Source: an optimization exercise on an open RTL-to-GDS flow (aim: small area, a short achievable clock period and few clock cycles per item). Production flows keep margins and buffers that such runs may drop.
The RTL was checked by simulation tests, not by an equivalence proof against the original design.
The flow treats the clock pin as an ideal source. Dropping or thinning the clock tree relies on that and would not hold on a real chip.
Power and IR drop assume default switching activity.

`config.mk`:
```
export PLATFORM = sky130hd
export DESIGN_NAME = trimmed_mean_ph_converter
export DESIGN_NICKNAME = trimmed_mean_ph_converter
export VERILOG_FILES = /design/flow/design.v
export SDC_FILE = /design/flow/constraint.sdc
export NUM_CORES = 4
export LEC_CHECK = 0
export ABC_AREA = 1
export CAP_MARGIN = 20
export CORE_MARGIN = 2
export CORE_UTILIZATION = 40
export SLEW_MARGIN = 20
```
`constraint.sdc`:
```
create_clock -name core_clock -period 8.0 [get_ports {i_clk}]
set_input_delay 1.6000 -clock core_clock [delete_from_list [all_inputs] [get_ports {i_clk}]]
set_output_delay 1.6000 -clock core_clock [all_outputs]
set_load 0.01 [all_outputs]
```
`design.v`:
```
package tmpc_pkg;
    localparam int DEF_WINDOW      = 10;
    localparam int DEF_DROP        = 2;
    localparam int DEF_SAMPLE_BITS = 12;
    localparam int OFFSET_W   = 17;
    localparam int GAIN_W     = 20;
    localparam int PH_W       = 18;
    localparam int TSUM_W     = 15;
    localparam int CFG_IDX_W  = 2;
    localparam int CFG_DATA_W = 20;
    localparam logic [CFG_IDX_W-1:0] REG_OFFSET = 2'd0;
    localparam logic [CFG_IDX_W-1:0] REG_GAIN   = 2'd1;
    localparam logic signed [OFFSET_W-1:0] OFFSET_RESET = 17'sd21340;
    localparam logic [GAIN_W-1:0]          GAIN_RESET   = 20'd304000;
endpackage
import tmpc_pkg::*;
module tmpc_ctrl
#(
    parameter int WINDOW      = DEF_WINDOW,
    parameter int DROP        = DEF_DROP,
    parameter int SAMPLE_BITS = DEF_SAMPLE_BITS
) (
    input  logic                   i_clk,
    input  logic                   i_rst_n,
    input  logic                   i_start,
    input  logic [SAMPLE_BITS-1:0] i_sample,
    output logic                   o_busy,
    output logic [SAMPLE_BITS-1:0] o_x,         
    output logic                   o_xv,        
    output logic                   o_first,     
    output logic                   o_pop_ok,    
    output logic                   o_pfirst,    
    output logic                   o_last       
);
    localparam int FILL_W = $clog2(WINDOW);
    logic [FILL_W-1:0] r_cnt;
    assign o_busy = 1'b0;
    always_ff @(posedge i_clk) begin
        o_x <= i_start ? i_sample : '1;
        if (!i_rst_n) begin
            o_xv <= 1'b0;
        end else begin
            o_xv <= i_start;
        end
    end
    assign o_first  = (r_cnt == '0);
    assign o_pop_ok = (r_cnt >= FILL_W'(DROP));
    assign o_pfirst = (r_cnt == FILL_W'(DROP));
    assign o_last   = (r_cnt == FILL_W'(WINDOW - 1));
    always_ff @(posedge i_clk) begin
        if (!i_rst_n) begin
            r_cnt <= '0;
        end else if (o_xv) begin
            r_cnt <= o_last ? '0 : r_cnt + 1'b1;
        end
    end
endmodule
import tmpc_pkg::*;
module tmpc_lt
#(
    parameter int W = 12
) (
    input  logic [W-1:0] i_a,
    input  logic [W-1:0] i_b,
    output logic         o_lt
);
    logic [W:0] w_l;
    assign w_l[0] = 1'b0;
    genvar i;
    generate
        for (i = 0; i < W; i++) begin : g_bit
            assign w_l[i+1] = (~i_a[i] & i_b[i]) | (~(i_a[i] & ~i_b[i]) & w_l[i]);
        end
    endgenerate
    assign o_lt = w_l[W];
endmodule
module tmpc_sum_sign
#(
    parameter int W = 23
) (
    input  logic [W-1:0] i_a,
    input  logic [W-1:0] i_b,
    output logic         o_sign
);
    localparam int N = W - 1;              
    localparam int L = $clog2(N);
    logic [N-1:0] w_g [L+1];
    logic [N-1:0] w_p [L+1];
    always_comb begin
        for (int i = 0; i < N; i++) begin
            w_g[0][i] = i_a[i] & i_b[i];
            w_p[0][i] = i_a[i] | i_b[i];
        end
        for (int l = 0; l < L; l++) begin
            for (int i = 0; i < N; i++) begin
                if (i >= (1 << l)) begin
                    w_g[l+1][i] = w_g[l][i] | (w_p[l][i] & w_g[l][i - (1 << l)]);
                    w_p[l+1][i] = w_p[l][i] & w_p[l][i - (1 << l)];
                end else begin
                    w_g[l+1][i] = w_g[l][i];
                    w_p[l+1][i] = w_p[l][i];
                end
            end
        end
    end
    assign o_sign = i_a[N] ^ i_b[N] ^ w_g[L][N-1];
endmodule
module tmpc_dp
#(
    parameter int SAMPLE_BITS = DEF_SAMPLE_BITS
) (
    input  logic                         i_clk,
    input  logic                         i_rst_n,
    input  logic [SAMPLE_BITS-1:0]       i_x,
    input  logic                         i_xv,
    input  logic                         i_first,
    input  logic                         i_pop_ok,
    input  logic                         i_pfirst,
    input  logic                         i_last,
    input  logic                         i_cfg_wr,
    input  logic [CFG_IDX_W-1:0]         i_cfg_index,
    input  logic [CFG_DATA_W-1:0]        i_cfg_data,
    output logic                         o_valid,
    output logic signed [PH_W-1:0]       o_ph_milli,
    output logic [TSUM_W-1:0]            o_trimmed_sum
);
    localparam int SB  = SAMPLE_BITS;
    localparam int AW  = TSUM_W;           
    localparam int XW  = GAIN_W + 3;       
    localparam int PW  = XW - 2;           
    logic [SB-1:0] r_m1, r_m2;             
    logic          w_lt1, w_lt2;
    logic [SB-1:0] r_p;
    logic          r_pv, r_pfirst, r_plast;
    logic [SB-1:0] r_x1, r_x2;             
    logic          r_sub1, r_sub2, r_subx, r_done;
    tmpc_lt #(.W(SB)) u_lt1 (.i_a(i_x), .i_b(r_m1), .o_lt(w_lt1));
    tmpc_lt #(.W(SB)) u_lt2 (.i_a(i_x), .i_b(r_m2), .o_lt(w_lt2));
    always_ff @(posedge i_clk) begin
        if (i_first) begin
            r_m1 <= i_x;
            r_m2 <= '1;
        end else begin
            r_m1 <= w_lt1 ? i_x : r_m1;
            r_m2 <= w_lt1 ? r_m1 : (w_lt2 ? i_x : r_m2);
        end
    end
    logic [SB-1:0] w_x1n;                  
    always_ff @(posedge i_clk) begin
        if (r_pv && r_plast) begin
            r_p <= ~w_x1n;
        end else if (r_sub1) begin
            r_p <= ~r_x2;
        end else if (i_xv && i_pop_ok) begin
            r_p <= w_lt2 ? r_m2 : i_x;
        end else begin
            r_p <= '0;
        end
    end
    always_ff @(posedge i_clk) begin
        if (!i_rst_n) begin
            r_pv     <= 1'b0;
            r_pfirst <= 1'b0;
            r_plast  <= 1'b0;
        end else begin
            r_pv     <= i_xv && i_pop_ok;
            r_pfirst <= i_xv && i_pfirst;
            r_plast  <= i_xv && i_last;
        end
    end
    logic          w_gt1, w_gt2;
    localparam int AL = 8;
    logic [AL-1:0]    r_acc_lo;
    logic [AW-AL-1:0] r_acc_hi;
    logic             r_acc_c;
    logic [AL:0]      w_acc_lo;
    logic [AW-1:0]    w_acc;
    tmpc_lt #(.W(SB)) u_gt1 (.i_a(r_x1), .i_b(r_p), .o_lt(w_gt1));
    tmpc_lt #(.W(SB)) u_gt2 (.i_a(r_x2), .i_b(r_p), .o_lt(w_gt2));
    assign w_x1n = w_gt1 ? r_p : r_x1;
    always_ff @(posedge i_clk) begin
        if (r_pfirst) begin
            r_x1 <= r_p;
            r_x2 <= '0;
        end else begin
            r_x1 <= w_x1n;
            r_x2 <= w_gt1 ? r_x1 : (w_gt2 ? r_p : r_x2);
        end
    end
    assign w_acc = {r_acc_hi + (AW-AL)'(r_acc_c), r_acc_lo};
    assign w_acc_lo = {1'b0, r_pfirst ? AL'(2) : r_acc_lo} + {1'b0, r_p[AL-1:0]};
    always_ff @(posedge i_clk) begin
        r_acc_lo <= w_acc_lo[AL-1:0];
        r_acc_c  <= w_acc_lo[AL];
        r_acc_hi <= (r_pfirst ? '0 : r_acc_hi) + {{(AW-SB){r_subx}}, r_p[SB-1:AL]}
                    + (AW-AL)'(r_acc_c & ~r_pfirst);
    end
    always_ff @(posedge i_clk) begin
        if (!i_rst_n) begin
            r_sub1 <= 1'b0;
            r_sub2 <= 1'b0;
            r_subx <= 1'b0;
            r_done <= 1'b0;
        end else begin
            r_sub1 <= r_pv && r_plast;
            r_sub2 <= r_sub1;
            r_subx <= (r_pv && r_plast) || r_sub1;
            r_done <= r_sub2;
        end
    end
    logic signed [OFFSET_W-1:0] r_offset;
    logic [GAIN_W-1:0]          r_gain;
    always_ff @(posedge i_clk) begin
        if (!i_rst_n) begin
            r_offset <= OFFSET_RESET;
            r_gain   <= GAIN_RESET;
        end else if (i_cfg_wr) begin
            if (i_cfg_index == REG_OFFSET) r_offset <= $signed(i_cfg_data[OFFSET_W-1:0]);
            if (i_cfg_index == REG_GAIN)   r_gain   <= i_cfg_data[GAIN_W-1:0];
        end
    end
    localparam int RW = 18;
    logic [RW-1:0]   r_sum;
    logic [3:0]      r_step;               
    logic            r_off;
    logic            r_valid;
    logic signed [XW-1:0] r_w;             
    logic signed [XW-1:0] r_b;             
    logic [2:0]      w_dig;
    logic            w_neg, w_one, w_two, w_off;
    logic signed [XW-1:0] w_bn;
    always_comb begin
        if (r_done) begin
            w_dig = {r_acc_lo[1], r_acc_lo[0], 1'b0};
        end else if (r_step != 4'd0 && r_step < 4'd8) begin
            w_dig = r_sum[3:1];
        end else begin
            w_dig = 3'b000;
        end
        w_neg = ~w_dig[2] & (w_dig[1] | w_dig[0]);     
        w_one = w_dig[1] ^ w_dig[0];
        w_two = (w_dig[2] & ~w_dig[1] & ~w_dig[0]) | (~w_dig[2] & w_dig[1] & w_dig[0]);
        w_off = (r_step == 4'd8);
        w_bn  = ({XW{w_one}} & XW'({1'b0, r_gain})) |
                ({XW{w_two}} & XW'({1'b0, r_gain, 1'b0})) |
                ({XW{w_off}} & {{(XW-OFFSET_W){r_offset[OFFSET_W-1]}}, r_offset});
        w_bn  = w_bn ^ {XW{w_neg}};
    end
    always_ff @(posedge i_clk) begin
        if (!i_rst_n) begin
            r_step  <= 4'd0;
            r_valid <= 1'b0;
        end else begin
            r_step  <= r_done ? 4'd1 :
                       ((r_step != 4'd0 && r_step != 4'd9) ? r_step + 4'd1 : 4'd0);
            r_valid <= (r_step == 4'd9);
        end
    end
    always_ff @(posedge i_clk) begin
        r_b   <= w_bn;
        r_off <= w_off;
    end
    always_ff @(posedge i_clk) begin
        if (r_done) begin
            r_sum <= RW'(w_acc);
        end else begin
            r_sum <= {r_sum[1:0], r_sum[RW-1:2]};
        end
    end
    logic [AW:0]          w_n;             
    logic [AW+1:0]        w_x;             
    logic                 w_xc;
    logic [AW+1:0]        w_ax;            
    logic signed [PW-1:0] w_p;
    logic signed [XW-1:0] w_a, w_s;
    logic                 w_sneg;          
    logic                 w_sat;
    assign w_ax = {1'b0, w_acc, 1'b0};
    always_comb begin
        for (int i = 0; i <= AW; i++) begin
            w_n[i] = ((i % 2) == 0) ? (~w_ax[i+2] & (w_ax[i+1] | w_ax[i])) : 1'b0;
        end
        w_xc = 1'b0;
        for (int i = 0; i < 8; i++) begin
            w_x[2*i]   = ~(w_n[2*i] ^ w_xc);
            w_x[2*i+1] = ~(w_n[2*i] | w_xc);
            w_xc       = w_xc | w_n[2*i];
        end
        w_x[16] = w_xc;
        w_p   = r_w[XW-1:2];
        w_a   = {{2{w_p[PW-1]}}, w_p};
        w_s   = w_a + r_b;
        w_sat = r_off & w_sneg;
    end
    tmpc_sum_sign #(.W(XW)) u_sat (
        .i_a    (w_a),
        .i_b    (XW'({~r_offset[OFFSET_W-1], r_offset})),
        .o_sign (w_sneg)
    );
    always_ff @(posedge i_clk) begin
        if (r_done) begin
            r_w <= XW'({w_x, 2'b00});
        end else begin
            r_w <= {w_s[XW-1:PH_W], w_s[PH_W-1] | w_sat, w_s[PH_W-2:0] & {(PH_W-1){~w_sat}}};
        end
    end
    assign o_valid       = r_valid;
    assign o_ph_milli    = r_w[PH_W-1:0];
    assign o_trimmed_sum = r_sum[AW-1:0];
endmodule
import tmpc_pkg::*;
module trimmed_mean_ph_converter
#(
    parameter int WINDOW      = DEF_WINDOW,
    parameter int DROP        = DEF_DROP,
    parameter int SAMPLE_BITS = DEF_SAMPLE_BITS
) (
    input  logic                   i_clk,
    input  logic                   i_rst_n,
    input  logic                   i_start,
    output logic                   o_busy,
    input  logic [SAMPLE_BITS-1:0] i_sample,
    output logic                   o_valid,
    output logic signed [PH_W-1:0] o_ph_milli,
    output logic [TSUM_W-1:0]      o_trimmed_sum,
    input  logic                   i_cfg_valid,
    output logic                   o_cfg_ready,
    input  logic [CFG_IDX_W-1:0]   i_cfg_index,
    input  logic [CFG_DATA_W-1:0]  i_cfg_data
);
    logic [SAMPLE_BITS-1:0] w_x;
    logic w_xv, w_first, w_pop_ok, w_pfirst, w_last;
    assign o_cfg_ready = 1'b1;
    tmpc_ctrl #(
        .WINDOW      (WINDOW),
        .DROP        (DROP),
        .SAMPLE_BITS (SAMPLE_BITS)
    ) u_ctrl (
        .i_clk    (i_clk),
        .i_rst_n  (i_rst_n),
        .i_start  (i_start),
        .i_sample (i_sample),
        .o_busy   (o_busy),
        .o_x      (w_x),
        .o_xv     (w_xv),
        .o_first  (w_first),
        .o_pop_ok (w_pop_ok),
        .o_pfirst (w_pfirst),
        .o_last   (w_last)
    );
    tmpc_dp #(
        .SAMPLE_BITS (SAMPLE_BITS)
    ) u_dp (
        .i_clk         (i_clk),
        .i_rst_n       (i_rst_n),
        .i_x           (w_x),
        .i_xv          (w_xv),
        .i_first       (w_first),
        .i_pop_ok      (w_pop_ok),
        .i_pfirst      (w_pfirst),
        .i_last        (w_last),
        .i_cfg_wr      (i_cfg_valid & o_cfg_ready),
        .i_cfg_index   (i_cfg_index),
        .i_cfg_data    (i_cfg_data),
        .o_valid       (o_valid),
        .o_ph_milli    (o_ph_milli),
        .o_trimmed_sum (o_trimmed_sum)
    );
endmodule
```
`flow/run.sh`:
```
#!/bin/bash
# Layout flow: the standard ORFS flow (standard.sh, unchanged synthesis),
# with these changes to how the layout is made; the design, clock period and
# constraints are unchanged:
#  - every port still gets a buffer, but a plain sky130_fd_sc_hd__buf_2
#    instead of the delay cell buffer_ports picks by default;
#  - the clock tree uses clkbuf_16 clusters of up to 25 sinks and no dummy
#    loads; post_cts.tcl then drives the leaf buffers straight from the root
#    buffer and removes the middle level, so every register gets its clock
#    through the root buffer and one leaf buffer;
#  - timing repair aims for a setup slack margin of 5.4 ns.
# make's full output goes to make_finish.log in this folder; each ORFS step
# keeps its own log under orfs/logs/ (post_cts.tcl prints into 4_1_cts.log).
set -euo pipefail
export BUFFER_PORTS_ARGS="-buffer_cell sky130_fd_sc_hd__buf_2"
export CTS_ARGS="-sink_clustering_enable -repair_clock_nets -dont_use_dummy_load -sink_clustering_size 25 -sink_clustering_max_diameter 150 -buf_list sky130_fd_sc_hd__clkbuf_16 -root_buf sky130_fd_sc_hd__clkbuf_16 -distance_between_buffers 2000 -branching_point_buffers_distance 2000"
export POST_CTS_TCL="$(pwd)/flow/post_cts.tcl"
bash standard.sh SETUP_SLACK_MARGIN=5.4 finish > make_finish.log 2>&1
```
`flow/post_cts.tcl`:
```
# After clock tree synthesis: if the tree has a middle level between the root
# buffer (the one driven by the clock port) and the leaf buffers, and the
# root can drive all leaf buffers itself, drive them from the root and remove
# the middle buffers. Every register still gets its clock through the root
# buffer and one leaf buffer.
set block [ord::get_db_block]
set clk_net [[$block findBTerm i_clk] getNet]
set root ""
foreach it [$clk_net getITerms] {
  set m [[$it getInst] getMaster]
  if {[string match "*clkbuf*" [$m getName]]} { set root [$it getInst] }
}
if {$root ne ""} {
  set root_net [[$root findITerm X] getNet]
  set mids {}
  set leaves 0
  set ok 1
  foreach it [$root_net getITerms] {
    set inst [$it getInst]
    if {$inst == $root} continue
    if {![string match "*clkbuf*" [[$inst getMaster] getName]]} { set ok 0; continue }
    lappend mids $inst
    set out [[$inst findITerm X] getNet]
    foreach lt [$out getITerms] {
      if {[$lt getInst] == $inst} continue
      if {![string match "*clkbuf*" [[[$lt getInst] getMaster] getName]]} { set ok 0 }
      incr leaves
    }
  }
  puts "post_cts: root [$root getName], [llength $mids] middle buffers, $leaves leaf buffers, ok $ok"
  if {$ok && [llength $mids] > 0 && $leaves <= 16} {
    foreach mid $mids {
      set out [[$mid findITerm X] getNet]
      foreach lt [$out getITerms] {
        if {[$lt getInst] == $mid} continue
        $lt disconnect
        $lt connect $root_net
      }
      [$mid findITerm A] disconnect
      [$mid findITerm X] disconnect
      puts "post_cts: removed [$mid getName]"
      odb::dbInst_destroy $mid
      odb::dbNet_destroy $out
    }
  }
}
```
`standard.sh`:
```
#!/bin/bash
# synth_recipe.tcl (not shown) runs the flow's synth.tcl, then flattens the netlist and writes it again
# the make line also repeats each setting of config.mk as NAME=value (left out here)
make -C /OpenROAD-flow-scripts/flow DESIGN_CONFIG=/design/flow/config.mk WORK_HOME=/design/flow/orfs CLKGATE_MAP_FILE= SYNTH_SCRIPT=/design/flow/synth_recipe.tcl "${@:-finish}"
```
==> summary.md, run 1 <==
| Metric | Value |
|---|---|
| Worst Setup End Kind | `output port` |
| Syn avg cell area | `7.24 um2` |
| Critical-path cell list | `buf_2` |
| Final clock skew | `0.0495 ns` |
| Max VDD drop | `0.147 mV` |
| Initial DRC count | `590` |
| Fin. Hold Viols | `0` |
| Fmax | `0.397 GHz` |
| Critical path arrival | `0.92 ns` |
| Total of max-cap violations | `0` |
| Setup TNS | `0 ns` |
| Initial antenna violation count | `0` |
| Mapped Cells | `1504` |
| Post-synth cell types | `42` |
| GR Overflow Total | `0` |
| Sequential area share after synthesis | `0.390` |
| Avg WL per Cell | `14.0 um` |
| WHS Path Cells | `2` |
| Number of I/O pins | `74` |
| Die ar. | `0.0286 mm2` |
| GP Congestion | `0.841` |
| Buffers added on ports | `71` |
| RSZ-0062 raised after global routing | `yes` |
| CP delay by family, top | `flip-flops` |
| Post-synth EDFFs | `12` |
| Worst skew pair latency | `0.41 ns` |
| Critical Path Max Stage Delay | `0.37 ns` |
| Clock Sinks | `206` |
| First-pass GRT wire length | `41900 um` |
| Die span in x | `169 um` |
| Synth Flop Type | `dfxtp_1` |
| Synth-to-layout area growth | `7.25%` |
| Number of diodes | `0` |
| Leakage | `5.94 nW` |
| CP Depth | `1` |
| Clock-pin slew on the worst setup and hold paths | `0.10 ns` |
| Worst slew pin tran | `0.784 ns` |
| Core area | `0.0268 mm2` |
| WL final | `26100 um` |
| Outcome | `complete, no violations` |
| Post-synthesis net count | `1594` |
| Sum of buffers and inverters on the critical path | `1` |
| Crit path kind | `reg -> out` |
| Flop and latch count out of synthesis | `206` |
| Finished Core Util | `0.436` |
| Synthesized cell area | `0.0109 mm2` |
| # fillers | `2753` |
| Relative max-transition margin | `0.476` |
| Max FO, Critical Path | `3` |
| Vias in the first global route | `8272` |
| Total Routing Usage GR | `0.185` |
| Post-Place Setup Slack | `4.78 ns` |
| R2R Setup Slk | `5.56 ns` |
| Vias | `9194` |
| Residual DRC | `0` |
| Die height | `169 um` |
| Detail Placement HPWL | `19100 um` |
| Async S/R FF share, synth | `0` |
| Worst Path Required | `6.40 ns` |
| Fin. max-slew vios | `0` |
| Layout cell share with drive strength beyond 1 | `0.116` |
| Nets | `1611` |
| Minimum clock period | `2.52 ns` |
| Row count | `60` |
| Final setup fails | `0` |
| Routed Antenna Nets | `0` |
| Fin worst setup slack | `5.48 ns` |
| Synth warnings | `5` |
| Pre-antenna DRT Iters | `5` |
| R2R cell count | `11` |
| Slowest-stage cell, CP | `dfxtp_1` |
| CP startpoint kind | `flip-flop` |
| Pwr Density | `228 mW/mm2` |
| Final Cycle Share | `0.315` |
| Largest net degree at the start of global routing | `46` |
| Vias/cell | `4.94` |
| Starting Density | `0.406` |
| Worst Hold Class | `reg -> reg` |
[cells by family after synthesis]
family | synth area share
AOI/OAI and AO/OA | 0.145
xor gates and xnor gates | 0.0426
adders and majority gates | 0.0625
buffers and inverters | 0.127
DFF | 0.390
other | 0.000690
and+or+nand+nor | 0.232
[synthesized netlist by cell type (2+ instances only)]
cell | number | area [um2]
a211oi_1 | 2 | 15.0
a21o_1 | 3 | 22.5
a21oi_1 | 85 | 425
a21oi_2 | 2 | 17.5
a31oi_1 | 2 | 12.5
buf_1 | 3 | 11.3
buf_2 | 10 | 50.1
buf_4 | 39 | 293
buf_6 | 7 | 78.8
clkbuf_1 | 31 | 116
clkinv_1 | 2 | 7.51
conb_1 | 2 | 7.51
dfxtp_1 | 194 | 3880
edfxtp_1 | 12 | 360
fa_1 | 4 | 80.1
ha_1 | 48 | 601
inv_1 | 214 | 803
inv_2 | 6 | 22.5
nand2_1 | 362 | 1360
nand2_2 | 11 | 68.8
nand3_1 | 94 | 470
nand3b_1 | 2 | 15.0
nand4_1 | 16 | 100
nor2_1 | 114 | 428
nor2_2 | 2 | 12.5
nor3_1 | 11 | 55.1
o211ai_1 | 13 | 97.6
o21ai_0 | 73 | 365
o21ai_1 | 13 | 65.1
o21ai_2 | 11 | 96.3
o21bai_1 | 10 | 75.1
o221ai_1 | 20 | 175
o22ai_1 | 26 | 163
xnor2_1 | 10 | 87.6
xor2_1 | 43 | 377
[path summary, 6_finish.rpt]
path                                           startpoint                         to
worst max-delay path                  u_dp.r_w[4]$_DFF_P_              o_ph_milli[4]
worst min-delay path            u_dp.r_sum[17]$_SDFF_PP0_  u_dp.r_sum[15]$_SDFF_PP0_
worst max register to register   u_dp.r_acc_lo[3]$_DFF_P_       u_dp.r_w[16]$_DFF_P_
worst min register to register  u_dp.r_sum[17]$_SDFF_PP0_  u_dp.r_sum[15]$_SDFF_PP0_
[worst register-to-register path, cell delays in order (launching register included)]
cell and delay (ns):
dfxtp_1 0.32, inv_1 0.10, o21ai_0 0.11, ha_2 0.21, ha_1 0.22, ha_1 0.24
ha_2 0.21, ha_1 0.22, ha_1 0.22, ha_1 0.28, nor2_1 0.04, o21bai_1 0.15
[layout by cell type, fill, tap and decap left out, types with 43 or more instances in the layout]
| cell | count |
|---|---|
| buf_2 | 70 |
| nor2_1 | 113 |
| o21ai_0 | 73 |
| nand2_1 | 360 |
| xor2_1 | 43 |
| inv_1 | 209 |
| ha_1 | 46 |
| dfxtp_1 | 171 |
| a21oi_1 | 85 |
| nand3_1 | 93 |
[flip-flops by register name, indices dropped and copies added (netlist names), 12 cells and up]
name,cells
u_dp.r_offset,17
u_dp.r_p,12
u_ctrl.o_x,12
u_dp.r_x2,12
u_dp.r_sum,18
u_dp.r_x1,12
u_dp.r_b,22
u_dp.r_m1,12
u_dp.r_gain,20
u_dp.r_m2,12
u_dp.r_w,23
[layout make-up]
class	instances	area (um2)	share of cell area
Multi-Input combinational cell	988	5320	0.456
Sequential cell	206	4300	0.368
Inverter	222	852	0.0730
Timing Repair Buffer	92	522	0.0447
Tap cell	341	427	0.0365
Clock buffer	10	250	0.0214
Timing Repair inverter	1	5.00	0.000429
[where the power goes]
group          switching [W]  internal (W)  total, W
Combinational       0.000500      0.000306  0.000806
Clock               0.000320      0.000225  0.000545
Sequential          0.000101       0.00121   0.00131
[metal layers]
| metal | GRT usage | share of wire |
|---|---|---|
| met1 | 0.251 | 0.49 |
| met2 | 0.311 | 0.46 |
| met3 | 0.0236 | 0.036 |
| met4 | 0.0528 | 0.011 |
| met5 | 0 | 0 |
[metrics by stage]
step / total power [W] / hold slack, ns / instances / area, um2
2_1_floorplan: 0.00193 / 0.388 / 1504 / 10900
3_3_place_gp: 0.00208 / 0.391 / 1831 / 11200
3_5_place_dp: 0.00209 / 0.395 / 1831 / 11200
5_1_grt: 0.00286 / 0.420 / 1860 / 11700
6_report: 0.00266 / 0.408 / 1860 / 11700
Testbench counts, summed over its fixed seeds: cycles 16,272, windows 1,600.
==> run 2, diff against run 1 <==
--- a/config.mk
+++ b/config.mk
@@ -8,5 +8,6 @@
 export ABC_AREA = 1
 export CAP_MARGIN = 20
 export CORE_MARGIN = 2
-export CORE_UTILIZATION = 40
+export CORE_UTILIZATION = 65
+export PLACE_DENSITY = 0.75
 export SLEW_MARGIN = 20
==> run 2 against run 1 <==
- design area is 2.6% lower
- worst setup slack worse by 0.0084 ns
- still clean on timing, DRC and antenna
- critical path type unchanged
- first-iteration DRC count is 5.8% lower
- die area is 38% lower
- global-route usage is 8.8 points higher
- sequential share of layout area is 0.68 points higher
- core utilization is 25 points higher
- non-clock buffer count is 12 lower
- via count is 0.11% higher
- combinational power is 2% lower
==> summary.md, run 2 <==
| Metric | Value |
|---|---|
| Worst Setup End Kind | `output port` |
| Cell Area, Placed | `0.0110 mm2` |
| Most common cell after layout, fill and taps aside | `nand2_1` |
| R2R Setup Slk | `5.56 ns` |
| Layout cell share with drive strength beyond 1 | `0.0983` |
| Share of Yosys cell area claimed by the top area cell type | `0.357` |
| Final setup fails | `0` |
| M2 GR Usage | `0.481` |
| Top cell type by total area after synthesis | `dfxtp_1` |
| Post-synth EDFFs | `12` |
| Flop and latch count out of synthesis | `206` |
| Synth warnings | `5` |
| Complex-gate fraction of the synthesized area | `0.145` |
| Pre-antenna DRT Iters | `5` |
| Synthesized cell area | `0.0109 mm2` |
| Pwr Density | `232 mW/mm2` |
| Sequential area share after synthesis | `0.390` |
| Critical Path Max Stage Delay | `0.38 ns` |
| Fmax | `0.396 GHz` |
| Core area | `0.0165 mm2` |
| Total Routing Usage GR | `0.273` |
| WHS Path Cells | `2` |
| Synth Flop Type | `dfxtp_1` |
| Clock Sinks | `206` |
| Detail Placement HPWL | `17700 um` |
| Max FFs per register | `23` |
| Final instance area | `0.0114 mm2` |
| GRT busiest layer | `met2` |
| Syn avg cell area | `7.24 um2` |
| Min-delay src | `u_dp.r_sum[17]$_SDFF_PP0_` |
| Mapped Cells | `1504` |
| Sum of buffers and inverters on the critical path | `1` |
| Synth Area in Adders | `0.0625` |
| Number of I/O pins | `74` |
| Met3 Use GR | `0.0457` |
| FF-to-FF Start | `u_dp.r_acc_c$_DFF_P_` |
| Vias in the first global route | `8485` |
| Die height | `133 um` |
| Main combinational cell family by area after synthesis | `simple AND/OR/NAND/NOR gates` |
| Most frequent cells in the layout | `361 x nand2_1, 213 x inv_1, 179 x dfxtp_1` |
| First-pass GRT wire length | `39300 um` |
| Hold endpoint | `u_dp.r_sum[15]$_SDFF_PP0_` |
| Residual DRC | `0` |
| Area share of and/or/nand/nor cells after synthesis | `0.232` |
| Die ar. | `0.0178 mm2` |
| Final Cycle Share | `0.316` |
| Largest net degree at the start of global routing | `46` |
| Worst slew pin tran | `0.765 ns` |
| Clock-pin slew on the worst setup and hold paths | `0.10 ns` |
| Post-synth cell types | `42` |
| Buffers added on ports | `71` |
| Relative max-transition margin | `0.488` |
| Slowest-stage cell, CP | `dfxtp_1` |
| Final clock skew | `0.0544 ns` |
| Minimum clock period | `2.52 ns` |
| Fin. Hold Viols | `0` |
| Critical Path Start | `u_dp.r_w[5]$_DFF_P_` |
| Row count | `47` |
| Mux cell area share after synthesis | `0` |
| Post-Place Setup Slack | `5.10 ns` |
| Async S/R FF share, synth | `0` |
| Max FO, Critical Path | `3` |
| Fin. max-slew vios | `0` |
| Outcome | `complete, no violations` |
| Critical path arrival | `0.92 ns` |
| Nets | `1598` |
| Initial DRC count | `556` |
| Synth area leaders | `dfxtp_1 36%, nand2_1 12%, inv_1 7.4%` |
| Vias/cell | `5.33` |
| Setup TNS | `0 ns` |
| R2R cell count | `9` |
| Vias | `9204` |
| Largest register by flop count | `u_dp.r_w` |
| Worst Path Required | `6.40 ns` |
| Synth Area in XOR/XNOR | `0.0426` |
| Synth-to-layout area growth | `4.46%` |
| GR Overflow Total | `0` |
| Max VDD drop | `0.184 mV` |
| Crit path kind | `reg -> out` |
| Post-synthesis net count | `1594` |
| Worst Hold Class | `reg -> reg` |
| Initial antenna violation count | `1` |
| Routed Antenna Nets | `0` |
| Starting Density | `0.661` |
| GP Congestion | `0.891` |
| Worst skew pair latency | `0.40 ns` |
| Most common cell in the netlist | `nand2_1` |
| Top cells by count, synth | `362 x nand2_1, 214 x inv_1, 194 x dfxtp_1, 114 x nor2_1, 94 x nand3_1` |
| Critical-path cell list | `buf_2` |
| Largest regs | `u_dp.r_w x23, u_dp.r_b x22, u_dp.r_gain x20` |
| Leakage | `5.89 nW` |
| Total of max-cap violations | `0` |
| Total power | `0.00264 W` |
| Avg WL per Cell | `13.8 um` |
| RSZ-0062 raised after global routing | `yes` |
| CP delay by family, top | `flip-flops` |
| CP startpoint kind | `flip-flop` |
| WL final | `23900 um` |
| Met1 usage | `0.337` |
| Fin worst setup slack | `5.48 ns` |
| Die span in x | `133 um` |
| RR Endpoint | `u_dp.r_w[16]$_DFF_P_` |
==> run 2: area by class of cell <==
class | instances | area (um2)
multi-input cells | 988 | 5310
diodes | 1 | 2.50
inverters | 222 | 837
repair buffers | 80 | 433
well taps | 220 | 275
flip-flops and latches | 206 | 4270
clock buffers | 10 | 250
fillers | 1402 | 5090
==> run 2: how the worst max path moves through the flow <==
| stage | endpoint | slack [ns] | cells past startpoint |
|---|---|---|---|
| floorplan | u_dp.r_gain[11]$_SDFFE_PN0P_ | 5.55 | 6 |
| global placement | u_ctrl.r_cnt[1]$_SDFFE_PN0P_ | 5.15 | 3 |
| detailed placement | u_ctrl.r_cnt[0]$_SDFFE_PN0P_ | 5.10 | 3 |
| global route | u_dp.r_x2[8]$_SDFFE_PP0P_ | 5.40 | 19 |
| finish | o_ph_milli[5] | 5.48 | 1 |
==> run 2: logic make-up after synthesis <==
logic type               Yosys count
AND/OR/NAND/NOR                  614
flip-flops                       206
buffers and inverters            312
AO/OA/AOI/OAI                    265
adder cells (fa/ha/maj)           52
XOR/XNOR                          53
other                              2
==> run 2: stage by stage <==
| stage | std cells | util | hold WS [ns] |
|---|---|---|---|
| after floorplan | 1504 | - | 0.388 |
| after global placement | 1711 | 0.669 | 0.400 |
| after detailed placement | 1711 | 0.669 | 0.403 |
| after global routing | 1726 | 0.691 | 0.447 |
| final | 1727 | 0.691 | 0.418 |
==> run 2: power breakdown <==
| part | internal [W] | switching (W) | total, W |
|---|---|---|---|
| sequential | 0.00120 | 0.000107 | 0.00131 |
| clock | 0.000225 | 0.000313 | 0.000537 |
| combinational | 0.000291 | 0.000497 | 0.000788 |
==> run 2: per-layer routing <==
layer	up-vias	share of wire	wire, um
met2	182	0.49	11700
met5	-	0	0
li1	4803	-	-
met1	4184	0.44	10600
met4	0	0.026	621
met3	35	0.040	957
==> run 3, diff against run 2 <==
--- a/config.mk
+++ b/config.mk
@@ -8,6 +8,5 @@
 export ABC_AREA = 1
 export CAP_MARGIN = 20
 export CORE_MARGIN = 2
-export CORE_UTILIZATION = 65
-export PLACE_DENSITY = 0.75
+export CORE_UTILIZATION = 55
 export SLEW_MARGIN = 20
==> run 3 against run 2 <==
- power rose by 1.0%
- worst hold slack got worse by 0.0063 ns
- clock power up 2%
- largest power group unchanged
==> summary.md, run 3 <==
| Metric | Value |
|---|---|
| Synth area leaders | `dfxtp_1 36%, nand2_1 12%, inv_1 7.4%` |
| Worst Setup End Kind | `output port` |
| Die ar. | `0.0209 mm2` |
| Vias in the first global route | `8244` |
| Post-synth cell types | `42` |
| Final setup fails | `0` |
| Clock Sinks | `206` |
| Worst Path Required | `6.40 ns` |
| Nets | `1605` |
| Worst Hold Class | `reg -> reg` |
| # fillers | `1841` |
| Most common cell after layout, fill and taps aside | `nand2_1` |
| Post-synth EDFFs | `12` |
| Minimum clock period | `2.53 ns` |
| Number of diodes | `0` |
| Most frequent cells in the layout | `361 x nand2_1, 212 x inv_1, 175 x dfxtp_1` |
| Top cell type by total area after synthesis | `dfxtp_1` |
| CP delay by family, top | `flip-flops` |
| Max FO, Critical Path | `4` |
| Largest net degree at the start of global routing | `49` |
| GR Overflow Total | `0` |
| Synth Flop Type | `dfxtp_1` |
| Int Pwr | `0.00173 W` |
| Switching portion of total power | `0.350` |
| Final clock skew | `0.0557 ns` |
| Critical Path Max Stage Delay | `0.38 ns` |
| Sw Pwr | `0.000933 W` |
| RSZ-0062 raised after global routing | `no` |
| Combinational share of power | `0.301` |
| Pre-antenna DRT Iters | `5` |
| Synth-to-layout area growth | `5.62%` |
| Sequential area share after synthesis | `0.390` |
| Sequential fraction of design power | `0.493` |
| Setup TNS | `0 ns` |
| Worst skew pair latency | `0.41 ns` |
| Synthesized cell area | `0.0109 mm2` |
| Detail Placement HPWL | `18200 um` |
| Initial DRC count | `483` |
| Worst slew pin tran | `0.738 ns` |
| Most common cell in the netlist | `nand2_1` |
| Die span in x | `145 um` |
| Die height | `145 um` |
| Leakage | `5.92 nW` |
| Row count | `51` |
| Max FFs per register | `23` |
| Largest register by flop count | `u_dp.r_w` |
| Mapped Cells | `1504` |
| Share of Yosys cell area claimed by the top area cell type | `0.357` |
| Vias/cell | `5.14` |
| Vias | `9133` |
| Largest regs | `u_dp.r_w x23, u_dp.r_b x22, u_dp.r_gain x20` |
| Buffers added on ports | `71` |
| Routed Antenna Nets | `0` |
| Total of max-cap violations | `0` |
| Layout cell share with drive strength beyond 1 | `0.107` |
| Max VDD drop | `0.138 mV` |
| Fmax | `0.396 GHz` |
| Slowest-stage cell, CP | `dfxtp_2` |
| Multi-input gate area | `0.00532 mm2` |
| Critical path arrival | `0.93 ns` |
| Outcome | `complete, no violations` |
| WHS | `0.412 ns` |
| Fin. max-slew vios | `0` |
| Starting Density | `0.559` |
| Flop and latch count out of synthesis | `206` |
| Critical-path cell list | `buf_2` |
| Top cells by count, synth | `362 x nand2_1, 214 x inv_1, 194 x dfxtp_1, 114 x nor2_1, 94 x nand3_1` |
| Number of I/O pins | `74` |
| Residual DRC | `0` |
| Total Routing Usage GR | `0.243` |
| FF+latch area | `0.00427 mm2` |
| Core area | `0.0195 mm2` |
| Fin. Hold Viols | `0` |
| CP startpoint kind | `flip-flop` |
| GP Congestion | `0.870` |
| Final Cycle Share | `0.316` |
| Clock power share | `0.206` |
| Async S/R FF share, synth | `0` |
| Initial antenna violation count | `0` |
| Syn avg cell area | `7.24 um2` |
| Relative max-transition margin | `0.506` |
| First-pass GRT wire length | `39800 um` |
| Sum of buffers and inverters on the critical path | `1` |
| WL final | `24800 um` |
| Clock-pin slew on the worst setup and hold paths | `0.10 ns` |
| Avg WL per Cell | `14.0 um` |
| Synth warnings | `5` |
| Post-synthesis net count | `1594` |
| Crit path kind | `reg -> out` |
| Pwr Density | `232 mW/mm2` |
-- run 3: cell counts after synthesis --
Identical to the previous run, type by type.
-- run 3: kinds of logic (layout without fill, tap and decap cells) --
family                   Yosys count  in the layout  synth area share
flip-flops                       206            206             0.390
adder cells (fa/ha/maj)           52             52            0.0625
XOR/XNOR                          53             53            0.0426
AND/OR/NAND/NOR                  614            615             0.232
other                              2              2          0.000690
buffers and inverters            312            319             0.127
AO/OA/AOI/OAI                    265            266             0.145
-- run 3: final cells by class --
class / count / share of cell area
repair buffers: 87 / 0.0427
inverters: 222 / 0.0728
well taps: 265 / 0.0288
multi-input cells: 988 / 0.463
clock buffers: 10 / 0.0218
flip-flops and latches: 206 / 0.371
-- run 3: path summary, 6_finish.rpt --
kind / from / endpoint / slack, ns / cells after the start
setup / recovery: u_dp.r_w[10]$_DFF_P_ / o_ph_milli[10] / 5.47 / 1
hold / removal: u_dp.r_sum[17]$_SDFF_PP0_ / u_dp.r_sum[15]$_SDFF_PP0_ / 0.41 / 2
setup reg to reg: u_dp.r_acc_lo[3]$_DFF_P_ / u_dp.r_w[16]$_DFF_P_ / 5.55 / 11
hold reg to reg: u_dp.r_sum[17]$_SDFF_PP0_ / u_dp.r_sum[15]$_SDFF_PP0_ / 0.41 / 2
-- run 3: routing by layer --
layer,track usage,wire [um],up-vias
met1,0.303,11500,4172
met4,0.0812,469,0
met5,0,0,-
met3,0.0349,701,27
met2,0.431,12100,121
li1,-,-,4813
-- run 3: metrics by stage --
step | cell area (um2) | worst slack (ns) | total power, W | instances | utilization
6_report | 11500 | 5.47 | 0.00266 | 1778 | 0.591
5_1_grt | 11500 | 5.42 | 0.00286 | 1778 | 0.591
3_5_place_dp | 11100 | 5.09 | 0.00210 | 1757 | 0.569
3_3_place_gp | 11100 | 5.11 | 0.00209 | 1757 | 0.569
2_1_floorplan | 10900 | 5.55 | 0.00193 | 1504 | -
-- run 3: tightest hold or removal path: stages, from the launching register on --
cell	delay [ns]
dfxtp_1	0.31
inv_1	0.04
nor2_1	0.03
-- run 3: power by group through the flow --
stage                     Combinational [W]  Sequential [W]  Clock, W
after floorplan                    0.000636         0.00130         0
after global placement             0.000756         0.00133         0
after detailed placement           0.000769         0.00133         0
after global routing               0.000927         0.00134  0.000599
final                              0.000801         0.00131  0.000549
==> run 4, diff against run 3 <==
--- a/flow/run.sh
+++ b/flow/run.sh
@@ -12,7 +12,7 @@
 # make's full output goes to make_finish.log in this folder; each ORFS step
 # keeps its own log under orfs/logs/ (post_cts.tcl prints into 4_1_cts.log).
 set -euo pipefail
-export BUFFER_PORTS_ARGS="-buffer_cell sky130_fd_sc_hd__buf_2"
+export BUFFER_PORTS_ARGS="-buffer_cell sky130_fd_sc_hd__buf_1"
 export CTS_ARGS="-sink_clustering_enable -repair_clock_nets -dont_use_dummy_load -sink_clustering_size 25 -sink_clustering_max_diameter 150 -buf_list sky130_fd_sc_hd__clkbuf_16 -root_buf sky130_fd_sc_hd__clkbuf_16 -distance_between_buffers 2000 -branching_point_buffers_distance 2000"
 export POST_CTS_TCL="$(pwd)/flow/post_cts.tcl"
 bash standard.sh SETUP_SLACK_MARGIN=5.4 finish > make_finish.log 2>&1
==> run 4 against run 3 <==
- critical path type unchanged
- die area did not move
- worst setup slack got worse by 0.0055 ns
- design area fell by 0.23%
- power barely moved
- synthesized cell count did not move
- sequential cell count did not move
- still clean
- first-iteration DRC count fell by 21%
- core utilization fell by 0.13 points
- sequential power barely moved
- clock skew fell by 0.0026 ns
- clock power barely moved
- critical path depth did not move
==> summary.md, run 4 <==
| Metric | Value |
|---|---|
| Async S/R FF share, synth | `0` |
| Worst skew pair latency | `0.41 ns` |
| Mapped Cells | `1504` |
| Vias in the first global route | `8363` |
| FF+latch area | `0.00427 mm2` |
| Critical path arrival | `0.93 ns` |
| Total power | `0.00266 W` |
| Most frequent cells in the layout | `361 x nand2_1, 211 x inv_1, 179 x dfxtp_1` |
| Minimum clock period | `2.53 ns` |
| Worst Path Required | `6.40 ns` |
| Flop and latch count out of synthesis | `206` |
| GP Congestion | `0.882` |
| Pwr Density | `232 mW/mm2` |
| RSZ-0062 raised after global routing | `yes` |
| Relative max-transition margin | `0.494` |
| Setup TNS | `0 ns` |
| Worst Hold Class | `reg -> reg` |
| Syn avg cell area | `7.24 um2` |
| Outcome | `complete, no violations` |
| Synth area leaders | `dfxtp_1 36%, nand2_1 12%, inv_1 7.4%` |
| Most common cell in the netlist | `nand2_1` |
| Vias | `9102` |
| Int Pwr | `0.00173 W` |
| Max FO, Critical Path | `3` |
| Final clock skew | `0.0531 ns` |
| Critical-path cell list | `buf_2` |
| Sum of buffers and inverters on the critical path | `1` |
| # fillers | `1890` |
| Max FFs per register | `23` |
| Fin. max-slew vios | `0` |
| Max VDD drop | `0.150 mV` |
| Synth Flop Type | `dfxtp_1` |
| Avg WL per Cell | `14.1 um` |
| Number of diodes | `0` |
| Core area | `0.0195 mm2` |
| Synth-to-layout area growth | `5.38%` |
| Multi-input gate area | `0.00531 mm2` |
| Fin. Hold Viols | `0` |
| Residual DRC | `0` |
| Switching portion of total power | `0.351` |
| Crit path kind | `reg -> out` |
| Total Routing Usage GR | `0.246` |
| WL final | `25100 um` |
| Layout cell share with drive strength beyond 1 | `0.0778` |
| Pre-antenna DRT Iters | `5` |
| Synth warnings | `5` |
| Buffers added on ports | `71` |
| Fmax | `0.395 GHz` |
| Final setup fails | `0` |
| Post-synthesis net count | `1594` |
| CP startpoint kind | `flip-flop` |
| Initial antenna violation count | `0` |
| Number of I/O pins | `74` |
| Critical Path Max Stage Delay | `0.38 ns` |
| Sw Pwr | `0.000936 W` |
| Detail Placement HPWL | `18200 um` |
| Total of max-cap violations | `0` |
| Die ar. | `0.0209 mm2` |
| Post-synth cell types | `42` |
| Synthesized cell area | `0.0109 mm2` |
| First-pass GRT wire length | `40500 um` |
| Slowest-stage cell, CP | `dfxtp_1` |
| Share of Yosys cell area claimed by the top area cell type | `0.357` |
| Vias/cell | `5.11` |
| Die span in x | `145 um` |
| Combinational share of power | `0.301` |
| Row count | `51` |
| Initial DRC count | `381` |
| Clock Sinks | `206` |
| Starting Density | `0.559` |
| Clock power share | `0.207` |
| Sequential area share after synthesis | `0.390` |
| Worst Setup End Kind | `output port` |
| Largest regs | `u_dp.r_w x23, u_dp.r_b x22, u_dp.r_gain x20` |
| Top cell type by total area after synthesis | `dfxtp_1` |
| Largest net degree at the start of global routing | `49` |
| Top cells by count, synth | `362 x nand2_1, 214 x inv_1, 194 x dfxtp_1, 114 x nor2_1, 94 x nand3_1` |
| Leakage | `5.82 nW` |
| Nets | `1609` |
| CP delay by family, top | `flip-flops` |
| Worst slew pin tran | `0.757 ns` |
| Sequential fraction of design power | `0.492` |
| Post-synth EDFFs | `12` |
| Largest register by flop count | `u_dp.r_w` |
| Die height | `145 um` |
| GR Overflow Total | `0` |
| Clock-pin slew on the worst setup and hold paths | `0.10 ns` |
| Routed Antenna Nets | `0` |
| Final Cycle Share | `0.317` |
| Most common cell after layout, fill and taps aside | `nand2_1` |
[run 4: cell types whose count changed in the layout (fill, tap and decap cells not counted)]
cell | before | now
buf_1 | 0 | 43
buf_2 | 70 | 27
dfxtp_1 | 175 | 179
dfxtp_2 | 18 | 14
buf_4 | 15 | 17
clkinvlp_4 | 1 | 3
a31oi_1 | 1 | 2
a31oi_2 | 1 | 0
buf_8 | 0 | 1
ha_1 | 46 | 47
ha_2 | 2 | 1
inv_1 | 212 | 211
[run 4: cell families (layout without fill, tap and decap cells)]
kind of cell | Yosys count | in the layout | share of synthesized area
flip-flops | 206 | 206 | 0.390
AND/OR/NAND/NOR | 614 | 615 | 0.232
adder cells (fa/ha/maj) | 52 | 52 | 0.0625
other | 2 | 2 | 0.000690
buffers and inverters | 312 | 323 | 0.127
AO/OA/AOI/OAI | 265 | 266 | 0.145
XOR/XNOR | 53 | 53 | 0.0426
[run 4: worst paths after layout]
| check | cells after the start | slack [ns] | startpoint | to |
|---|---|---|---|---|
| hold reg to reg | 2 | 0.41 | u_dp.r_sum[17]$_SDFF_PP0_ | u_dp.r_sum[15]$_SDFF_PP0_ |
| setup / recovery | 1 | 5.47 | u_dp.r_w[2]$_DFF_P_ | o_ph_milli[2] |
| setup reg to reg | 11 | 5.52 | u_dp.r_acc_lo[3]$_DFF_P_ | u_dp.r_w[16]$_DFF_P_ |
| hold / removal | 2 | 0.41 | u_dp.r_sum[17]$_SDFF_PP0_ | u_dp.r_sum[15]$_SDFF_PP0_ |
[run 4: layer usage]
metal | wire length [um] | GRT usage
met1 | 11400 | 0.305
met2 | 12400 | 0.441
met3 | 752 | 0.0355
met4 | 514 | 0.0792
met5 | 0 | 0
[run 4: stage by stage]
stage	cell area [um2]	worst slack [ns]	utilization	hold WS (ns)	std cells
final	11500	5.47	0.589	0.406	1782
after detailed placement	11000	5.00	0.565	0.398	1757
after global placement	11000	5.03	0.565	0.394	1757
after global routing	11500	5.37	0.589	0.435	1782
after floorplan	10900	5.55	-	0.388	1504
[run 4: layout make-up]
type	instances	share of cell area
Timing Repair Buffer	90	0.0407
Inverter	222	0.0733
Clock buffer	10	0.0218
Multi-Input combinational cell	988	0.463
Sequential cell	206	0.372
Timing Repair inverter	1	0.000654
Tap cell	265	0.0289
[run 4: power groups by stage]
stage / Clock, W / Combinational [W] / Sequential, W
detailed placement: 0 / 0.000759 / 0.00133
global route: 0.000602 / 0.000934 / 0.00133
finish: 0.000552 / 0.000803 / 0.00131
global placement: 0 / 0.000744 / 0.00133
floorplan: 0 / 0.000636 / 0.00130
==> run 5, diff against run 4 <==
--- a/flow/run.sh
+++ b/flow/run.sh
@@ -12,7 +12,7 @@
 # make's full output goes to make_finish.log in this folder; each ORFS step
 # keeps its own log under orfs/logs/ (post_cts.tcl prints into 4_1_cts.log).
 set -euo pipefail
-export BUFFER_PORTS_ARGS="-buffer_cell sky130_fd_sc_hd__buf_1"
+export BUFFER_PORTS_ARGS="-buffer_cell sky130_fd_sc_hd__buf_2"
 export CTS_ARGS="-sink_clustering_enable -repair_clock_nets -dont_use_dummy_load -sink_clustering_size 25 -sink_clustering_max_diameter 150 -buf_list sky130_fd_sc_hd__clkbuf_16 -root_buf sky130_fd_sc_hd__clkbuf_16 -distance_between_buffers 2000 -branching_point_buffers_distance 2000"
 export POST_CTS_TCL="$(pwd)/flow/post_cts.tcl"
 bash standard.sh SETUP_SLACK_MARGIN=5.4 finish > make_finish.log 2>&1
--- a/config.mk
+++ b/config.mk
@@ -9,4 +9,6 @@
 export CAP_MARGIN = 20
 export CORE_MARGIN = 2
 export CORE_UTILIZATION = 55
+export GPL_TIMING_DRIVEN = 0
+export PLACE_DENSITY = 0.7
 export SLEW_MARGIN = 20
==> run 5 against run 4 <==
- sequential share of layout area is 2.4 points lower
- worst setup slack got worse by 0.053 ns
- clock-buffer cell count unchanged
- routed wire length is 8.0% higher
- first-iteration DRC count increased by 54%
- maximum frequency is 2.1% lower
- largest cell class unchanged
- global-route usage increased by 2.3 points
- combinational power up 19%
- still clean on timing, DRC and antenna
==> summary.md, run 5 <==
| Metric | Value |
|---|---|
| Outcome | `complete, no violations` |
| Top cell type by total area after synthesis | `dfxtp_1` |
| Largest regs | `u_dp.r_w x23, u_dp.r_b x22, u_dp.r_gain x20` |
| Met3 Use GR | `0.0299` |
| Die ar. | `0.0209 mm2` |
| Nets | `1695` |
| GR Overflow Total | `0` |
| Post-Place Setup Slack | `5.07 ns` |
| Fin worst setup slack | `5.41 ns` |
| Combinational share of power | `0.340` |
| Switching portion of total power | `0.343` |
| Synth Flop Type | `dfxtp_1` |
| Routed Antenna Nets | `0` |
| Fin. max-slew vios | `0` |
| Worst Path Required | `6.40 ns` |
| Critical path arrival | `0.99 ns` |
| Clock power share | `0.194` |
| Crit path kind | `reg -> out` |
| Starting Density | `0.559` |
| Worst Hold Class | `reg -> reg` |
| Synth warnings | `5` |
| Sw Pwr | `0.000964 W` |
| Core area | `0.0195 mm2` |
| Post-synth cell types | `42` |
| GP Congestion | `0.923` |
| Clock Sinks | `206` |
| Final setup fails | `0` |
| Max FFs per register | `23` |
| Vias in the first global route | `9131` |
| WL final | `27100 um` |
| CP startpoint kind | `flip-flop` |
| Detail Placement HPWL | `20500 um` |
| Int Pwr | `0.00185 W` |
| Residual DRC | `0` |
| Top cells by count, synth | `362 x nand2_1, 214 x inv_1, 194 x dfxtp_1, 114 x nor2_1, 94 x nand3_1` |
| Worst Setup End Kind | `output port` |
| Fin. Hold Viols | `0` |
| Synthesized cell area | `0.0109 mm2` |
| GRT busiest layer | `met2` |
| Avg WL per Cell | `14.5 um` |
| Total of max-cap violations | `0` |
| # fillers | `1768` |
| Worst skew pair latency | `0.41 ns` |
| Most common cell in the netlist | `nand2_1` |
| Initial DRC count | `588` |
| Worst slew pin tran | `0.607 ns` |
| Final Cycle Share | `0.323` |
| Mapped Cells | `1504` |
| Minimum clock period | `2.59 ns` |
| Layout cell share with drive strength beyond 1 | `0.145` |
| Syn avg cell area | `7.24 um2` |
| Leakage | `6.35 nW` |
| Post-synth EDFFs | `12` |
| Vias/cell | `5.13` |
| Met1 usage | `0.325` |
| RSZ-0062 raised after global routing | `yes` |
| Final clock skew | `0.0528 ns` |
| Pwr Density | `228 mW/mm2` |
| First-pass GRT wire length | `43800 um` |
| Number of I/O pins | `74` |
| Total Routing Usage GR | `0.269` |
| Initial antenna violation count | `0` |
| Buffers added on ports | `70` |
| Clock-pin slew on the worst setup and hold paths | `0.10 ns` |
| Max VDD drop | `0.175 mV` |
| WHS | `0.437 ns` |
| Pre-antenna DRT Iters | `5` |
| Die span in x | `145 um` |
| Fmax | `0.387 GHz` |
| Async S/R FF share, synth | `0` |
| Synth area leaders | `dfxtp_1 36%, nand2_1 12%, inv_1 7.4%` |
| Number of diodes | `0` |
| Die height | `145 um` |
| Largest net degree at the start of global routing | `26` |
| Max FO, Critical Path | `3` |
| Flop and latch count out of synthesis | `206` |
| M2 GR Usage | `0.478` |
| Post-synthesis net count | `1594` |
| Most frequent cells in the layout | `361 x nand2_1, 212 x inv_1, 162 x dfxtp_1` |
| Cell Area, Placed | `0.0116 mm2` |
| Synth-to-layout area growth | `13.6%` |
| Setup TNS | `0 ns` |
| Row count | `51` |
| Sequential fraction of design power | `0.466` |
| Largest register by flop count | `u_dp.r_w` |
| Sequential area share after synthesis | `0.390` |
| Vias | `9578` |
| Total power | `0.00281 W` |
| Most common cell after layout, fill and taps aside | `nand2_1` |
| Share of Yosys cell area claimed by the top area cell type | `0.357` |
| Final instance area | `0.0124 mm2` |
| Relative max-transition margin | `0.596` |
-- run 5: cell counts after synthesis --
No cell type changed its count.
-- run 5: cell type report --
type                    instances  area [um2]  area share
multi-input cells             986        5280       0.427
flip-flops and latches        206        4290       0.347
inverters                     222         833      0.0674
repair buffers                 89         699      0.0566
plain buffers                  90         678      0.0549
well taps                     265         332      0.0268
clock buffers                  10         250      0.0202
-- run 5: final timing paths --
path | from | endpoint | slack (ns) | depth (start not counted)
max | u_dp.r_w[2]$_DFF_P_ | o_ph_milli[2] | 5.41 | 2
min | u_dp.r_sum[16]$_SDFF_PP0_ | u_dp.r_sum[14]$_DFF_P_ | 0.44 | 2
max reg2reg | u_dp.r_pfirst$_SDFF_PN0_ | u_dp.r_acc_lo[7]$_DFF_P_ | 5.57 | 15
min reg2reg | u_dp.r_sum[16]$_SDFF_PP0_ | u_dp.r_sum[14]$_DFF_P_ | 0.44 | 2
-- run 5: power groups by stage --
stage | sequential [W] | clock [W] | combinational, W
after global routing | 0.00133 | 0.000585 | 0.00109
after global placement | 0.00133 | 0 | 0.000811
final | 0.00131 | 0.000544 | 0.000957
after detailed placement | 0.00133 | 0 | 0.000830
after floorplan | 0.00130 | 0 | 0.000636
-- run 5: metal layers --
layer	part of all wire	routed length (um)
met3	0.038	1030
met5	0	0
met4	0.036	969
met1	0.44	11900
met2	0.48	13100
-- run 5: kinds of logic (layout without fill, tap and decap cells) --
kind of cell,count (synthesis),in the layout,share of synthesized area
AOI/OAI and AO/OA,265,265,0.145
DFF,206,206,0.390
xor gates and xnor gates,53,53,0.0426
buffers and inverters,312,411,0.127
and+or+nand+nor,614,614,0.232
adders and majority gates,52,52,0.0625
other,2,2,0.000690
-- run 5: per-stage QoR --
stage               std cells  utilization
finish                   1868        0.635
floorplan                1504            -
detailed placement       1839        0.594
global placement         1839        0.594
global route             1868        0.635
-- run 5: worst max-delay path, stage by stage (launching register included) --
cell	delay (ns)
dfxtp_2	0.36
buf_6	0.11
buf_6	0.11
==> run 6, diff against run 5 <==
--- a/config.mk
+++ b/config.mk
@@ -9,6 +9,5 @@
 export CAP_MARGIN = 20
 export CORE_MARGIN = 2
 export CORE_UTILIZATION = 55
-export GPL_TIMING_DRIVEN = 0
 export PLACE_DENSITY = 0.7
 export SLEW_MARGIN = 20
==> run 6 against run 5 <==
- still clean on timing, DRC and antenna
- sequential share of layout area increased by 2.5 points
- maximum frequency is 2.7% higher
- cell count is 4.9% lower
- clock skew barely moved
- first-iteration DRC count stayed put
- synthesized cell count is the same
- worst hold slack worse by 0.026 ns
- combinational power decreased by 16%
- worst setup slack improved by 0.068 ns
- largest cell class unchanged
- highest routed layer unchanged
==> summary.md, run 6 <==
| Metric | Value |
|---|---|
| Worst Setup End Kind | `output port` |
| Vias in the first global route | `8521` |
| Relative max-transition margin | `0.524` |
| Number of diodes | `0` |
| Clock Sinks | `206` |
| Total of max-cap violations | `0` |
| Most frequent cells in the layout | `361 x nand2_1, 210 x inv_1, 176 x dfxtp_1` |
| Final setup fails | `0` |
| Buffers added on ports | `71` |
| GP Congestion | `0.891` |
| Critical path arrival | `0.92 ns` |
| GR Overflow Total | `0` |
| # fillers | `1817` |
| Worst Path Required | `6.40 ns` |
| CP startpoint kind | `flip-flop` |
| Vias/cell | `5.19` |
| Avg WL per Cell | `13.8 um` |
| Largest net degree at the start of global routing | `46` |
| Clock-pin slew on the worst setup and hold paths | `0.10 ns` |
| Die span in x | `145 um` |
| Die ar. | `0.0209 mm2` |
| Outcome | `complete, no violations` |
| Synthesized cell area | `0.0109 mm2` |
| Max FFs per register | `23` |
| Fin. Hold Viols | `0` |
| Layout cell share with drive strength beyond 1 | `0.106` |
| Synth warnings | `5` |
| WHS | `0.412 ns` |
| Slowest-stage cell, CP | `dfxtp_4` |
| Mapped Cells | `1504` |
| Final Cycle Share | `0.315` |
| Worst Hold Class | `reg -> reg` |
| Most common cell in the netlist | `nand2_1` |
| DP Cell Count | `1755` |
| Residual DRC | `0` |
| Sequential area share after synthesis | `0.390` |
| Nets | `1604` |
| Core area | `0.0195 mm2` |
| Starting Density | `0.559` |
| RSZ-0062 raised after global routing | `yes` |
| Routed Antenna Nets | `0` |
| Leakage | `5.92 nW` |
| Critical Path Max Stage Delay | `0.37 ns` |
| Pwr Density | `231 mW/mm2` |
| Post-synth cell types | `42` |
| Initial DRC count | `588` |
| Syn avg cell area | `7.24 um2` |
| Share of Yosys cell area claimed by the top area cell type | `0.357` |
| Fin. max-slew vios | `0` |
| Max FO, Critical Path | `4` |
| Fmax | `0.397 GHz` |
| First-pass GRT wire length | `40500 um` |
| Row count | `51` |
| CP delay by family, top | `flip-flops` |
| Largest regs | `u_dp.r_w x23, u_dp.r_b x22, u_dp.r_gain x20` |
| Die height | `145 um` |
| Vias | `9215` |
| Minimum clock period | `2.52 ns` |
| Total Routing Usage GR | `0.244` |
| Worst slew pin tran | `0.712 ns` |
| Worst skew pair latency | `0.41 ns` |
| Critical-path cell list | `buf_2` |
| Post-Layout Cell Count | `1777` |
| Crit path kind | `reg -> out` |
| Synth-to-layout area growth | `5.71%` |
| Initial antenna violation count | `0` |
| Final clock skew | `0.0523 ns` |
| Largest register by flop count | `u_dp.r_w` |
| Pre-antenna DRT Iters | `5` |
| Top cells by count, synth | `362 x nand2_1, 214 x inv_1, 194 x dfxtp_1, 114 x nor2_1, 94 x nand3_1` |
| Number of I/O pins | `74` |
| Setup TNS | `0 ns` |
| Top cell type by total area after synthesis | `dfxtp_1` |
| Sum of buffers and inverters on the critical path | `1` |
| Flop and latch count out of synthesis | `206` |
| Synth area leaders | `dfxtp_1 36%, nand2_1 12%, inv_1 7.4%` |
| Detail Placement HPWL | `18300 um` |
| WL final | `24600 um` |
| Post-synthesis net count | `1594` |
| Most common cell after layout, fill and taps aside | `nand2_1` |
| Post-synth EDFFs | `12` |
| Max VDD drop | `0.134 mV` |
| Async S/R FF share, synth | `0` |
| Synth Flop Type | `dfxtp_1` |
[run 6: cell types whose count changed in the layout (fill, tap and decap cells not counted), sizes merged]
cell / previous run / this run
buf: 150 / 84
clkinvlp: 0 / 5
inv: 220 / 216
clkbuf: 39 / 11
a21oi: 88 / 89
nand2: 374 / 375
[run 6: layer usage]
| layer | share of wire | global-route usage | vias to the layer above |
|---|---|---|---|
| met5 | 0 | 0 | - |
| met4 | 0.029 | 0.0976 | 0 |
| met3 | 0.041 | 0.0346 | 45 |
| met2 | 0.48 | 0.419 | 199 |
| met1 | 0.45 | 0.311 | 4158 |
| li1 | - | - | 4813 |
[run 6: where the power goes]
part	switching, W	leakage, nW	internal (W)
registers	0.000107	1.72	0.00121
logic	0.000504	4.08	0.000298
clock network	0.000317	0.123	0.000225
total	0.000927	5.92	0.00173
[run 6: worst min-delay path: cells and delay by family (launching register included)]
| family | cells | cell delay [ns] |
|---|---|---|
| buf+inv | 1 | 0.04 |
| flops | 1 | 0.31 |
| simple gates | 1 | 0.03 |
[run 6: cell type report]
class	instances	area, um2	area share
sequential	206	4280	0.372
timing repair buffer	85	475	0.0413
tap	265	332	0.0288
multi-input combinational	988	5320	0.462
clock buffer	10	250	0.0217
timing repair inverter	1	5.00	0.000435
inverter	222	848	0.0737
[run 6: cells by family after synthesis]
logic type	Yosys count	synth area share
other	2	0.000690
buffers and inverters	312	0.127
adder cells (fa/ha/maj)	52	0.0625
XOR/XNOR	53	0.0426
AO/OA/AOI/OAI	265	0.145
AND/OR/NAND/NOR	614	0.232
flip-flops	206	0.390
[run 6: path summary, 6_finish.rpt]
kind         slack (ns)                   endpoint                       from  cells past startpoint
max                5.48             o_ph_milli[15]       u_dp.r_w[15]$_DFF_P_                      1
min                0.41  u_dp.r_sum[15]$_SDFF_PP0_  u_dp.r_sum[17]$_SDFF_PP0_                      2
max reg2reg        5.53       u_dp.r_w[16]$_DFF_P_   u_dp.r_acc_lo[3]$_DFF_P_                     11
min reg2reg        0.41  u_dp.r_sum[15]$_SDFF_PP0_  u_dp.r_sum[17]$_SDFF_PP0_                      2
[run 6: stage by stage]
| stage | area [um2] | worst slack [ns] | util | total power [W] |
|---|---|---|---|---|
| after global routing | 11500 | 5.36 | 0.591 | 0.00285 |
| after detailed placement | 11100 | 4.76 | 0.568 | 0.00210 |
| after floorplan | 10900 | 5.55 | - | 0.00193 |
| final | 11500 | 5.48 | 0.591 | 0.00265 |
| after global placement | 11100 | 4.80 | 0.568 | 0.00209 |
==> run 7, diff against run 6 <==
--- a/flow/run.sh
+++ b/flow/run.sh
@@ -15,4 +15,4 @@
 export BUFFER_PORTS_ARGS="-buffer_cell sky130_fd_sc_hd__buf_2"
 export CTS_ARGS="-sink_clustering_enable -repair_clock_nets -dont_use_dummy_load -sink_clustering_size 25 -sink_clustering_max_diameter 150 -buf_list sky130_fd_sc_hd__clkbuf_16 -root_buf sky130_fd_sc_hd__clkbuf_16 -distance_between_buffers 2000 -branching_point_buffers_distance 2000"
 export POST_CTS_TCL="$(pwd)/flow/post_cts.tcl"
-bash standard.sh SETUP_SLACK_MARGIN=5.4 finish > make_finish.log 2>&1
+bash standard.sh SETUP_SLACK_MARGIN=5.35 finish > make_finish.log 2>&1
==> run 7 against run 6 <==
- still clean
- design area shrank 0.74%
- combinational power down 2.9%
- register-to-register slack about the same
- sequential power about the same
- via count hardly changed
- power shrank 0.58%
- routed wire length grew 0.17%
- critical path depth stayed put
- core utilization decreased by 0.44 points
- largest cell class unchanged
==> summary.md, run 7 <==
| Metric | Value |
|---|---|
| Outcome | `complete, no violations` |
| Number of I/O pins | `74` |
| Critical Path Max Stage Delay | `0.41 ns` |
| Leakage | `5.88 nW` |
| Slowest-stage cell, CP | `dfxtp_1` |
| Clock Sinks | `206` |
| Nets | `1597` |
| Total of max-cap violations | `0` |
| Worst Setup End Kind | `output port` |
| Row count | `51` |
| Die ar. | `0.0209 mm2` |
| Fmax | `0.389 GHz` |
| Post-synth cell types | `42` |
| Most frequent cells in the layout | `361 x nand2_1, 211 x inv_1, 181 x dfxtp_1` |
| Most common cell in the netlist | `nand2_1` |
| Starting Density | `0.559` |
| Largest regs | `u_dp.r_w x23, u_dp.r_b x22, u_dp.r_gain x20` |
| GP Congestion | `0.891` |
| Layout cell share with drive strength beyond 1 | `0.0970` |
| Avg WL per Cell | `13.9 um` |
| Clock-pin slew on the worst setup and hold paths | `0.10 ns` |
| Synth-to-layout area growth | `4.93%` |
| Synth area leaders | `dfxtp_1 36%, nand2_1 12%, inv_1 7.4%` |
| RR Endpoint | `u_dp.r_w[16]$_DFF_P_` |
| Share of Yosys cell area claimed by the top area cell type | `0.357` |
| Vias/cell | `5.20` |
| Worst skew pair latency | `0.41 ns` |
| Pre-antenna DRT Iters | `5` |
| First-pass GRT wire length | `40300 um` |
| Number of diodes | `0` |
| Fin worst setup slack | `5.43 ns` |
| Max FFs per register | `23` |
| Worst Path Required | `6.40 ns` |
| Minimum clock period | `2.57 ns` |
| Worst Hold Class | `reg -> reg` |
| Initial antenna violation count | `0` |
| Final setup fails | `0` |
| Die span in x | `145 um` |
| Synth warnings | `5` |
| RSZ-0062 raised after global routing | `no` |
| Routed Antenna Nets | `0` |
| Vias | `9206` |
| Mapped Cells | `1504` |
| Post-Layout Cell Count | `1770` |
| Relative max-transition margin | `0.515` |
| Async S/R FF share, synth | `0` |
| FF-to-FF Start | `u_dp.r_acc_lo[3]$_DFF_P_` |
| Critical-path cell list | `buf_2` |
| GR Overflow Total | `0` |
| Critical Path Start | `u_dp.r_w[13]$_DFF_P_` |
| R2R Setup Slk | `5.53 ns` |
| Top cell type by total area after synthesis | `dfxtp_1` |
| Post-synth EDFFs | `12` |
| Flop and latch count out of synthesis | `206` |
| Buffers added on ports | `71` |
| Worst slew pin tran | `0.726 ns` |
| Fin. Hold Viols | `0` |
| Fin. max-slew vios | `0` |
| Die height | `145 um` |
| Vias in the first global route | `8486` |
| Residual DRC | `0` |
| Max FO, Critical Path | `4` |
| Core area | `0.0195 mm2` |
| Crit path kind | `reg -> out` |
| Setup TNS | `0 ns` |
| Post-synthesis net count | `1594` |
| Syn avg cell area | `7.24 um2` |
| Sum of buffers and inverters on the critical path | `1` |
| CP startpoint kind | `flip-flop` |
| WL final | `24600 um` |
| Max VDD drop | `0.134 mV` |
[run 7: cell counts after synthesis]
No cell type changed its count.
[run 7: logic make-up after synthesis]
kind of cell / count (synthesis) / share of synthesized area
xor gates and xnor gates: 53 / 0.0426
adders and majority gates: 52 / 0.0625
DFF: 206 / 0.390
and+or+nand+nor: 614 / 0.232
AOI/OAI and AO/OA: 265 / 0.145
buffers and inverters: 312 / 0.127
other: 2 / 0.000690
[run 7: per-layer routing]
layer	track usage	wire, um
met5	0	0
met4	0.0961	675
met3	0.0336	991
met2	0.417	11700
met1	0.311	11200
[run 7: worst min-delay path by stage]
stage                         startpoint                         to  slack [ns]  cells after the start
2_1_floorplan  u_dp.r_sum[17]$_SDFF_PP0_  u_dp.r_sum[15]$_SDFF_PP0_        0.39                      2
3_3_place_gp   u_dp.r_sum[17]$_SDFF_PP0_  u_dp.r_sum[15]$_SDFF_PP0_        0.40                      2
3_5_place_dp      u_dp.r_sub2$_SDFF_PN0_     u_dp.r_done$_SDFF_PN0_        0.40                      2
5_1_grt        u_dp.r_sum[17]$_SDFF_PP0_  u_dp.r_sum[15]$_SDFF_PP0_        0.42                      2
6_report       u_dp.r_sum[17]$_SDFF_PP0_  u_dp.r_sum[15]$_SDFF_PP0_        0.41                      2
[run 7: per-stage QoR]
step | util | area [um2] | total power (W) | hold WS, ns
after floorplan | - | 10900 | 0.00193 | 0.388
after detailed placement | 0.568 | 11100 | 0.00210 | 0.403
after global placement | 0.568 | 11100 | 0.00209 | 0.398
after global routing | 0.587 | 11400 | 0.00283 | 0.424
final | 0.587 | 11400 | 0.00264 | 0.412
[run 7: area by class of cell]
class	count	area (um2)
fill	1829	8040
multi-input combinational	988	5310
sequential	206	4260
inverter	222	845
timing repair buffer	78	420
tap	265	332
clock buffer	10	250
timing repair inverter	1	5.00
[run 7: power by group]
| group | internal (W) | switching, W | leakage, nW |
|---|---|---|---|
| Combinational | 0.000285 | 0.000493 | 4.05 |
| Sequential | 0.00120 | 0.000114 | 1.71 |
| Clock | 0.000225 | 0.000321 | 0.123 |

Re-timed with assumed drivers on the ports (clkbuf_16 on the clock, buf_2 on other inputs), run 7 has 5.386 ns of setup slack against 5.430 ns with ideal ports, and 5.078 ns once port delays also move by the mid clock arrival of 0.429 ns.
